Source: an optimization exercise on an open RTL-to-GDS flow (aim: small area, a short achievable clock period and few clock cycles per item). Production flows keep margins and buffers that such runs may drop. At most, simulation tests tie the RTL to the original design; equivalence was not proved. No activity file was given, so power comes from the tool's default toggle rates.

// four_key_debounce_long_press_events
module four_key_debounce_long_press_events #(
  parameter int TIME_BITS = fkd_pkg::TIME_BITS_DEF
) (
  input  logic                         clk,
  input  logic                         rst_n,
  input  logic                         in_valid,
  output logic                         in_ready,
  input  logic                         in_operation,
  input  logic [fkd_pkg::NOW_W-1:0]    in_now_time,
  input  logic [fkd_pkg::NUM_KEYS-1:0] in_raw_pressed,
  output logic                         out_valid,
  input  logic                         out_ready,
  output logic [fkd_pkg::EV_W-1:0]     out_event_code,
  output logic [fkd_pkg::NUM_KEYS-1:0] out_stable_keys,
  input  logic                         cfg_valid,
  output logic                         cfg_ready,
  input  logic [fkd_pkg::CFG_IDX_W-1:0] cfg_index,
  input  logic [fkd_pkg::MS_W-1:0]     cfg_data
);
Settings: LEC_CHECK=0, CAP_MARGIN=20, CORE_MARGIN=2, CORE_UTILIZATION=40, SLEW_MARGIN=20; clock period 13.0 ns.
standard.sh (not shown) runs the stock make flow with config.mk's settings and CLKGATE_MAP_FILE= SYNTH_SCRIPT=/design/flow/synth_recipe.tcl, a recipe that flattens the netlist after the stock synthesis.
==> flow/flow/run.sh <==
#!/bin/bash
# Own layout flow: the standard flow (standard synthesis unchanged), with
# timing repair aimed below the clock period and stronger port buffers.
set -euo pipefail
export SETUP_SLACK_MARGIN=${SETUP_SLACK_MARGIN:-9.6}
export BUFFER_PORTS_ARGS="-buffer_cell sky130_fd_sc_hd__buf_4"
bash standard.sh > std_flow.log 2>&1
Testbench counts at the start, summed over its fixed seeds: cycles 32,016, items 32,000.
==> next run, changes <==
--- a/flow/design.v
+++ b/flow/design.v
@@ -40,34 +40,42 @@
   input  logic                      lvl,
   input  logic [15:0]               lo_m_deb,
   input  logic                      lo_wrap,
   input  logic                      dh_zero,
   input  logic                      dh_plus1,
   input  logic                      dh_minus1,
   input  logic                      debounce_zero,
+  output logic                      stable,
   output logic                      stable_nxt,
   output logic                      rise,
   output logic                      fall
 );
   logic        last_r;
   logic        stable_r;
   logic [15:0] change_lo_r;
   logic        change_hb_r;
   logic        moved;
-  logic        c_gt_now, c_gt_lo, in_lo, hi_zero;
+  logic        c_gt_now, c_gt_lo;
   logic        held_ok;
   logic        accept;
   assign moved = lvl ^ last_r;
   fkd_gt16 u_gt_now (.a(change_lo_r), .b(now[15:0]), .gt(c_gt_now));
   fkd_gt16 u_gt_lo  (.a(change_lo_r), .b(lo_m_deb),  .gt(c_gt_lo));
-  assign in_lo   = lo_wrap ? (c_gt_lo || !c_gt_now) : (c_gt_lo && !c_gt_now);
-  assign hi_zero = (c_gt_now == change_hb_r) ? dh_zero :
-                   (c_gt_now ? dh_plus1 : dh_minus1);
-  assign held_ok = !(hi_zero && in_lo);
-  assign accept  = tick && (lvl ^ stable_r) && (moved ? debounce_zero : held_ok);
+  logic hz_nb, hz_b;        
+  logic ok_nb, ok_b;        
+  logic pre, acc_moved;
+  assign hz_nb   = change_hb_r ? dh_minus1 : dh_zero;
+  assign hz_b    = change_hb_r ? dh_zero   : dh_plus1;
+  assign ok_nb   = !hz_nb || (!lo_wrap && !c_gt_lo);
+  assign ok_b    = !(hz_b && lo_wrap) || !c_gt_lo;
+  assign held_ok = c_gt_now ? ok_b : ok_nb;
+  assign pre       = tick && (lvl ^ stable_r);
+  assign acc_moved = pre && debounce_zero;
+  assign accept    = moved ? acc_moved : (pre && held_ok);
+  assign stable     = stable_r;
   assign stable_nxt = stable_r ^ accept;
   assign rise       = accept && lvl;
   assign fall       = accept && !lvl;
   always_ff @(posedge clk) begin
     if (!rst_n) begin
       last_r   <= 1'b0;
       stable_r <= 1'b0;
@@ -130,14 +138,16 @@
   input  logic                                      tick,
   input  logic                                      fetch,
   input  logic [TIME_BITS-1:0]                      now,
   input  logic [15:0]                               lo_m_long,
   input  logic                                      lo_wrap,
   input  logic [15:0]                               hi_m1,
   input  logic                                      long_zero,
+  input  logic                                      lvl0,
+  input  logic                                      stable0,
   input  logic [fkd_pkg::NUM_KEYS-1:0]              st_stable_nxt,
   input  logic [fkd_pkg::NUM_KEYS-1:0]              st_rise,
   input  logic [fkd_pkg::NUM_KEYS-1:0]              st_fall,
   output logic [fkd_pkg::EV_W-1:0]                  event_code
 );
   logic [EV_W-1:0]      slot_r;
   logic [TIME_BITS-1:0] press_r;
@@ -177,15 +187,15 @@
         end else if (st_fall[3]) begin
           slot_r <= EV_OK;
         end
       end
     end
   end
   always_ff @(posedge clk) begin
-    if (tick && st_rise[0]) press_r <= now;
+    if (tick && lvl0 && !stable0) press_r <= now;
   end
 endmodule
 import fkd_pkg::*;
 module four_key_debounce_long_press_events #(
   parameter int TIME_BITS = fkd_pkg::TIME_BITS_DEF
 ) (
   input  logic                         clk,
@@ -241,14 +251,15 @@
     end else begin
       if (deb_we_q)  debounce_r <= cfg_data_q;
       if (long_we_q) long_r     <= cfg_data_q;
     end
   end
   logic [NUM_KEYS-1:0] st_rise, st_fall;
   logic [NUM_KEYS-1:0] stable_all;
+  logic [NUM_KEYS-1:0] stable_cur;
   logic [EV_W-1:0]     code;
   logic                deb_zero, long_zero;
   logic [15:0] lo_m_deb, lo_m_long, hi_m1;
   logic        deb_wrap, long_wrap;
   assign {deb_wrap, lo_m_deb}   = {1'b0, now_q[15:0]} - {1'b0, debounce_r};
   assign {long_wrap, lo_m_long} = {1'b0, now_q[15:0]} - {1'b0, long_r};
   assign hi_m1                  = now_q[31:16] - 16'd1;
@@ -271,14 +282,15 @@
       .lvl           (raw_q[k]),
       .lo_m_deb      (lo_m_deb),
       .lo_wrap       (deb_wrap),
       .dh_zero       (dh_zero),
       .dh_plus1      (dh_plus1),
       .dh_minus1     (dh_minus1),
       .debounce_zero (deb_zero),
+      .stable        (stable_cur[k]),
       .stable_nxt    (stable_all[k]),
       .rise          (st_rise[k]),
       .fall          (st_fall[k])
     );
   end
   fkd_merge #(.TIME_BITS(TIME_BITS)) u_merge (
     .clk           (clk),
@@ -286,14 +298,16 @@
     .tick          (tick_q),
     .fetch         (fetch_q),
     .now           (now_q),
     .lo_m_long     (lo_m_long),
     .lo_wrap       (long_wrap),
     .hi_m1         (hi_m1),
     .long_zero     (long_zero),
+    .lvl0          (raw_q[0]),
+    .stable0       (stable_cur[0]),
     .st_stable_nxt (stable_all),
     .st_rise       (st_rise),
     .st_fall       (st_fall),
     .event_code    (code)
   );
   logic [RES_W-1:0] res, q0_r, q1_r, q2_r;
   logic             v0_r, v1_r, v2_r;
@@ -320,18 +334,22 @@
     end else begin
       v0_r <= v0_n;
       v1_r <= v1_n;
       v2_r <= v2_n;
       in_ready_r <= !v1_n || (!v2_n && !accept);
     end
   end
+  logic ld0, ld1, ld2, sh0, sh1;
+  assign ld0 = !v0_r || (pop && !v1_r);
+  assign sh0 = pop && v1_r;
+  assign ld1 = pop ? !v2_r : !v1_r;
+  assign sh1 = pop && v2_r;
+  assign ld2 = pop || !v2_r;
   always_ff @(posedge clk) begin
-    if (!v0_r || (pop && !v1_r)) q0_r <= res;
-    else if (pop)                q0_r <= q1_r;
-    if (pop ? !v2_r : !v1_r)     q1_r <= res;
-    else if (pop)                q1_r <= q2_r;
-    if (pop || !v2_r)            q2_r <= res;
+    if (ld0 || sh0) q0_r <= ld0 ? res : q1_r;
+    if (ld1 || sh1) q1_r <= ld1 ? res : q2_r;
+    if (ld2)        q2_r <= res;
   end
   assign out_valid       = v0_r;
   assign out_event_code  = q0_r[RES_W-1 -: EV_W];
   assign out_stable_keys = q0_r[NUM_KEYS-1:0];
 endmodule
Result: Worst setup slack gets worse by 0.034 ns; via count climbs by 4.7%; maximum frequency drops by 0.85%; cell area climbs by 1.5%; global-route usage climbs by 0.56 points; worst hold slack gets worse by 0.017 ns; non-clock buffer count drops by 6; sequential power climbs by about 0.7%; routed wire length climbs by 4.3%.
Only the layout flow was run in the second run of this note; the RTL was not checked for function there.

========
four_key_debounce_long_press_events, a different RTL version from the one above (not shown whole).
Size: about 1,300 cells after synthesis, ~70 I/O pins.
clock: 13.0 ns
lec_check: 0
cap_margin: 20
core_margin: 2
core_utilization: 55
cts_buf_list: sky130_fd_sc_hd__clkbuf_16
cts_cluster_diameter: 80
cts_cluster_size: 25
slew_margin: 20
==> flow/flow/run.sh <==
#!/bin/bash
# Own layout flow: the standard flow (standard synthesis unchanged), with
# timing repair aimed below the clock period, strong output port buffers and
# small input port buffers. Each tool's output goes to the logs under orfs/.
set -euo pipefail
here=$(pwd)
export SETUP_SLACK_MARGIN=${SETUP_SLACK_MARGIN:-9.6}
export BUFFER_PORTS_ARGS="-buffer_cell sky130_fd_sc_hd__buf_4"
export PRE_RESIZE_TCL=$here/flow/ports.tcl
bash standard.sh > std_flow.log 2>&1
==> flow/flow/ports.tcl <==
# Sourced before the placement resize step: the input ports keep their own
# buffer, but the smallest one; timing repair upsizes any that need it.
foreach inst [get_cells input*] {
  if { [get_property [get_lib_cells -of_objects $inst] name] == "sky130_fd_sc_hd__buf_4" } {
    replace_cell $inst sky130_fd_sc_hd__buf_1
  }
}
Next try:
--- a/flow/design.v
+++ b/flow/design.v
@@ -138,30 +138,28 @@
   logic        co;
   assign s = c ^ q;           
   assign m = a | (c & o);     
   fkd_cout16 u_c (.g({s[15:1] & m[14:0], 1'b0}), .p({s[15:1] | m[14:0], 1'b0}), .c(co));
   assign ge1 = m[15] | co;
   assign ge2 = m[15] & co;
 endmodule
-module fkd_plus1_16 (
+module fkd_pm1_16 (
   input  logic [15:0] x,
   input  logic [15:0] y,
-  output logic        eq
+  output logic        zero,
+  output logic        plus1,
+  output logic        minus1
 );
-  logic [16:0] z;
-  logic [15:0] t;
-  assign z = {1'b1, x ^ y};
-  for (genvar i = 0; i < 16; i++) begin : g_t
-    if (i == 0) begin : g_0
-      assign t[i] = z[0] && (x[0] ^ z[1]);
-    end else begin : g_i
-      assign t[i] = !z[i] || (z[i-1] && (x[i] ^ z[i+1]));
-    end
-  end
-  assign eq = &t;
+  logic [15:0] z, lo, hi;
+  assign z      = x ^ y;
+  assign lo     = ~x & y;
+  assign hi     = x & ~y;
+  assign zero   = !(|z);
+  assign plus1  = z[0] && (z[15:1] == lo[14:0]);
+  assign minus1 = z[0] && (z[15:1] == hi[14:0]);
 endmodule
 module fkd_held_ge (
   input  logic [31:0] now,
   input  logic [31:0] c,
   input  logic [15:0] win_q,
   input  logic [15:0] win_a,
   input  logic [15:0] win_o,
@@ -173,16 +171,16 @@
     .c   (c[15:0]),
     .q   (win_q),
     .a   (win_a),
     .o   (win_o),
     .ge1 (win_ge1),
     .ge2 (win_ge2)
   );
-  fkd_plus1_16 u_p1 (.x(now[31:16]), .y(c[31:16]), .eq(hi_eq1));
-  assign hi_eq = (now[31:16] == c[31:16]);
+  logic hi_m1_unused;
+  fkd_pm1_16 u_hi (.x(now[31:16]), .y(c[31:16]), .zero(hi_eq), .plus1(hi_eq1), .minus1(hi_m1_unused));
   assign ge = c_gt_now ? !(hi_eq1 && win_ge2) : !(hi_eq && win_ge1);
 endmodule
 import fkd_pkg::*;
 module fkd_merge #(
   parameter int TIME_BITS = fkd_pkg::TIME_BITS_DEF
 ) (
   input  logic                                      clk,
@@ -318,17 +316,21 @@
   assign la  = long_r & ~now_q[15:0];
   assign lo  = long_r | ~now_q[15:0];
   logic [15:0] t_hi_r;
   logic        dh_zero, dh_plus1, dh_minus1;
   always_ff @(posedge clk) begin
     if (tick_q) t_hi_r <= now_q[31:16];
   end
-  assign dh_zero = (now_q[31:16] == t_hi_r);
-  fkd_plus1_16 u_dh_p1 (.x(now_q[31:16]), .y(t_hi_r), .eq(dh_plus1));
-  fkd_plus1_16 u_dh_m1 (.x(t_hi_r), .y(now_q[31:16]), .eq(dh_minus1));
+  fkd_pm1_16 u_dh (
+    .x      (now_q[31:16]),
+    .y      (t_hi_r),
+    .zero   (dh_zero),
+    .plus1  (dh_plus1),
+    .minus1 (dh_minus1)
+  );
   assign deb_zero  = (debounce_r == '0);
   assign long_zero = (long_r == '0);
   for (genvar k = 0; k < NUM_KEYS; k++) begin : g_lane
     fkd_lane #(.TIME_BITS(TIME_BITS)) u_lane (
       .clk           (clk),
       .rst_n         (rst_n),
       .tick          (tick_q),
- design area goes down by 2.3%
- wire length goes down by 6.9%
- critical path depth goes down by 11
- synthesized area goes down by 1.7%
- worst setup slack improves by 0.066 ns
- die area goes down by 1.6%
- worst hold slack degrades by 0.0037 ns
- power goes down by 0.31%
- sequential power goes down by about 0.9%
- maximum frequency goes up by 1.9%
Testbench counts after the change, summed over its fixed seeds: cycles 32,016, items 32,000.
The RTL of the first run of this note was laid out without a check of its function.

========
== lane 1 ==
four_key_debounce_long_press_events, a different RTL version from the one above (not shown whole).
For scale: ~240 flip-flops, ~70 I/O pins, ~14000 um^2 of cells after synthesis.
==> module four_key_debounce_long_press_events, before the edit <==
module four_key_debounce_long_press_events #(
  parameter int TIME_BITS = fkd_pkg::TIME_BITS_DEF
) (
  input  logic                         clk,
  input  logic                         rst_n,
  input  logic                         in_valid,
  output logic                         in_ready,
  input  logic                         in_operation,
  input  logic [fkd_pkg::NOW_W-1:0]    in_now_time,
  input  logic [fkd_pkg::NUM_KEYS-1:0] in_raw_pressed,
  output logic                         out_valid,
  input  logic                         out_ready,
  output logic [fkd_pkg::EV_W-1:0]     out_event_code,
  output logic [fkd_pkg::NUM_KEYS-1:0] out_stable_keys,
  input  logic                         cfg_valid,
  output logic                         cfg_ready,
  input  logic [fkd_pkg::CFG_IDX_W-1:0] cfg_index,
  input  logic [fkd_pkg::MS_W-1:0]     cfg_data
);
  localparam int RES_W = EV_W + NUM_KEYS;
  logic                 in_ready_r;
  logic                 accept;
  logic                 tick_q, fetch_q;
  logic [TIME_BITS-1:0] now_q;
  logic [NUM_KEYS-1:0]  raw_q;
  logic                 deb_we_q, long_we_q;
  logic [MS_W-1:0]      cfg_data_q;
  assign cfg_ready = 1'b1;
  assign in_ready  = in_ready_r;
  assign accept    = in_valid && in_ready_r;
  always_ff @(posedge clk) begin
    if (!rst_n) begin
      tick_q    <= 1'b0;
      fetch_q   <= 1'b0;
      deb_we_q  <= 1'b0;
      long_we_q <= 1'b0;
    end else begin
      tick_q    <= accept && (in_operation == OP_TICK);
      fetch_q   <= accept && (in_operation == OP_FETCH);
      deb_we_q  <= cfg_valid && (cfg_index == CFG_DEBOUNCE);
      long_we_q <= cfg_valid && (cfg_index == CFG_LONG);
    end
  end
  always_ff @(posedge clk) begin
    now_q      <= TIME_BITS'(in_now_time);
    raw_q      <= in_raw_pressed;
    cfg_data_q <= cfg_data;
  end
  logic [MS_W-1:0] debounce_r, long_r;
  always_ff @(posedge clk) begin
    if (!rst_n) begin
      debounce_r <= DEBOUNCE_RST;
      long_r     <= LONG_RST;
    end else begin
      if (deb_we_q)  debounce_r <= cfg_data_q;
      if (long_we_q) long_r     <= cfg_data_q;
    end
  end
  logic [NUM_KEYS-1:0] st_rise, st_fall;
  logic [NUM_KEYS-1:0] stable_all;
  logic [NUM_KEYS-1:0] stable_cur;
  logic [EV_W-1:0]     code;
  logic                deb_zero, long_zero;
  logic [15:0] dq, da, do_, lq, la, lo;
  assign dq  = ~(debounce_r ^ now_q[15:0]);
  assign da  = debounce_r & ~now_q[15:0];
  assign do_ = debounce_r | ~now_q[15:0];
  assign lq  = ~(long_r ^ now_q[15:0]);
  assign la  = long_r & ~now_q[15:0];
  assign lo  = long_r | ~now_q[15:0];
  logic [15:0] t_hi_r;
  logic        dh_zero, dh_plus1, dh_minus1;
  always_ff @(posedge clk) begin
    if (tick_q) t_hi_r <= now_q[31:16];
  end
  fkd_pm1_16 u_dh (
    .x      (now_q[31:16]),
    .y      (t_hi_r),
    .zero   (dh_zero),
    .plus1  (dh_plus1),
    .minus1 (dh_minus1)
  );
  assign deb_zero  = (debounce_r == '0);
  assign long_zero = (long_r == '0);
  for (genvar k = 0; k < NUM_KEYS; k++) begin : g_lane
    fkd_lane #(.TIME_BITS(TIME_BITS)) u_lane (
      .clk           (clk),
      .rst_n         (rst_n),
      .tick          (tick_q),
      .now           (now_q),
      .lvl           (raw_q[k]),
      .win_q         (dq),
      .win_a         (da),
      .win_o         (do_),
      .dh_zero       (dh_zero),
      .dh_plus1      (dh_plus1),
      .dh_minus1     (dh_minus1),
      .debounce_zero (deb_zero),
      .stable        (stable_cur[k]),
      .stable_nxt    (stable_all[k]),
      .rise          (st_rise[k]),
      .fall          (st_fall[k])
    );
  end
  fkd_merge #(.TIME_BITS(TIME_BITS)) u_merge (
    .clk           (clk),
    .rst_n         (rst_n),
    .tick          (tick_q),
    .fetch         (fetch_q),
    .now           (now_q),
    .win_q         (lq),
    .win_a         (la),
    .win_o         (lo),
    .long_zero     (long_zero),
    .lvl0          (raw_q[0]),
    .stable0       (stable_cur[0]),
    .st_stable_nxt (stable_all),
    .st_rise       (st_rise),
    .st_fall       (st_fall),
    .event_code    (code)
  );
  logic [RES_W-1:0] res, q0_r, q1_r, q2_r;
  logic             v0_r, v1_r, v2_r;
  logic             wr, pop;
  logic             v0_n, v1_n, v2_n;
  assign res = {code, stable_all};
  assign wr  = tick_q || fetch_q;
  assign pop = v0_r && out_ready;
  always_comb begin
    if (pop && !wr) begin
      v0_n = v1_r; v1_n = v2_r; v2_n = 1'b0;
    end else if (!pop && wr) begin
      v0_n = 1'b1; v1_n = v0_r; v2_n = v1_r;
    end else begin
      v0_n = v0_r; v1_n = v1_r; v2_n = v2_r;
    end
  end
  always_ff @(posedge clk) begin
    if (!rst_n) begin
      v0_r       <= 1'b0;
      v1_r       <= 1'b0;
      v2_r       <= 1'b0;
      in_ready_r <= 1'b1;
    end else begin
      v0_r <= v0_n;
      v1_r <= v1_n;
      v2_r <= v2_n;
      in_ready_r <= !v1_n || (!v2_n && !accept);
    end
  end
  logic [2:0] ld_t, ld_f, sh_t, hd_t, hd_f;    
  logic [2:0] ld, sh, hd;
  assign ld_t = {v0_r || !v2_r, v0_r ? !v2_r : !v1_r, !v0_r || !v1_r};
  assign sh_t = {1'b0, v0_r && v2_r, v0_r && v1_r};
  assign hd_t = {!v0_r && v2_r, !v0_r && v1_r, 1'b0};
  assign ld_f = {!v2_r, !v1_r, !v0_r};
  assign hd_f = {v2_r, v1_r, v0_r};
  assign ld = out_ready ? ld_t : ld_f;
  assign sh = out_ready ? sh_t : 3'b000;
  assign hd = out_ready ? hd_t : hd_f;
  always_ff @(posedge clk) begin
    q0_r <= ({RES_W{ld[0]}} & res) | ({RES_W{sh[0]}} & q1_r) | ({RES_W{hd[0]}} & q0_r);
    q1_r <= ({RES_W{ld[1]}} & res) | ({RES_W{sh[1]}} & q2_r) | ({RES_W{hd[1]}} & q1_r);
    q2_r <= ({RES_W{ld[2]}} & res) | ({RES_W{hd[2]}} & q2_r);
  end
  logic ov_r;
  always_ff @(posedge clk) begin
    if (!rst_n) ov_r <= 1'b0;
    else        ov_r <= v0_n;
  end
  assign out_valid       = ov_r;
  assign out_event_code  = q0_r[RES_W-1 -: EV_W];
  assign out_stable_keys = q0_r[NUM_KEYS-1:0];
endmodule
clock: 13.0 ns
lec_check: 0
cap_margin: 20
core_margin: 2
core_utilization: 55
cts_buf_list: sky130_fd_sc_hd__clkbuf_16
cts_cluster_diameter: 100
cts_cluster_size: 30
slew_margin: 20
==> flow/flow/run.sh <==
#!/bin/bash
# Own layout flow: the standard flow (standard synthesis unchanged), with
# timing repair aimed below the clock period, strong output port buffers and
# small input port buffers. Each tool's output goes to the logs under orfs/.
set -euo pipefail
here=$(pwd)
export SETUP_SLACK_MARGIN=${SETUP_SLACK_MARGIN:-9.45}
export BUFFER_PORTS_ARGS="-buffer_cell sky130_fd_sc_hd__buf_4"
export PRE_RESIZE_TCL=$here/flow/ports.tcl
bash standard.sh > std_flow.log 2>&1
Scripts as last shown in full above: flow/flow/ports.tcl
#### Input delta (lane 2 over lane 1)
diff --git a/flow/design.v b/flow/design.v
--- a/flow/design.v
+++ b/flow/design.v
@@ -269,5 +269,7 @@
   logic                 accept;
   logic                 tick_q, fetch_q;
+  logic [15:0]          now_hi_q, now_lo_nq;
   logic [TIME_BITS-1:0] now_q;
+  assign now_q = {now_hi_q, ~now_lo_nq};
   logic [NUM_KEYS-1:0]  raw_q;
   logic                 deb_we_q, long_we_q;
@@ -290,5 +292,6 @@
   end
   always_ff @(posedge clk) begin
-    now_q      <= TIME_BITS'(in_now_time);
+    now_hi_q   <= in_now_time[31:16];
+    now_lo_nq  <= ~in_now_time[15:0];
     raw_q      <= in_raw_pressed;
     cfg_data_q <= cfg_data;
==> comparison <==
On clock period minus final worst setup slack: lane 2 sits below lane 1.
Going from lane 1 to lane 2, total power now sits at about the same level, final area now sits lower, number of setup buffers added after CTS now sits higher, power share of the clock group now sits higher, minimum hold slack now sits lower.
Testbench counts of lane 2, summed over its fixed seeds: cycles 32,016, items 32,000.
Function not checked in lane 1: the RTL went through the layout flow alone.

## re-timing with driven ports
No port has a modelled driver above. Below, the same layouts with a new extraction and two added sets of constraints. Step 1: set_driving_cell puts a clkbuf_16 on clk and a buf_2 on each other input, an assumption about the parent block. Step 2 times the ports against the registers' clock, not the clock port: input delays grow and output delays shrink by t, the midpoint of the rising clock arrivals with the driver on. Three values: no drivers, after step 1, after step 2; two values: the first two.
| run | t (ns) | slack for setup (ns) | worst hold slack (ns) |
|---|---|---|---|
| the first run of note 1 | 0.602 | 9.049 / 9.049 / 9.049 | 0.476 / 0.476 / 0.476 |
| the second run of note 1 | 0.597 | 9.015 / 9.015 / 9.015 | 0.459 / 0.459 / 0.459 |
| the first run of note 2 | 0.547 | 9.369 / 9.369 / 9.154 | 0.489 / 0.489 / 0.489 |
| the second run of note 2 | 0.536 | 9.435 / 9.388 / 9.130 | 0.486 / 0.486 / 0.486 |
| lane 1 | 0.524 | 9.443 / 9.396 / 9.163 | 0.470 / 0.470 / 0.470 |
| lane 2 | 0.531 | 9.455 / 9.408 / 9.000 | 0.466 / 0.466 / 0.466 |
After both steps setup and hold are still met in every run listed. The setup slack of lane 2, which loses most, moves by -0.047 ns with the drivers and by -0.455 ns with both steps.
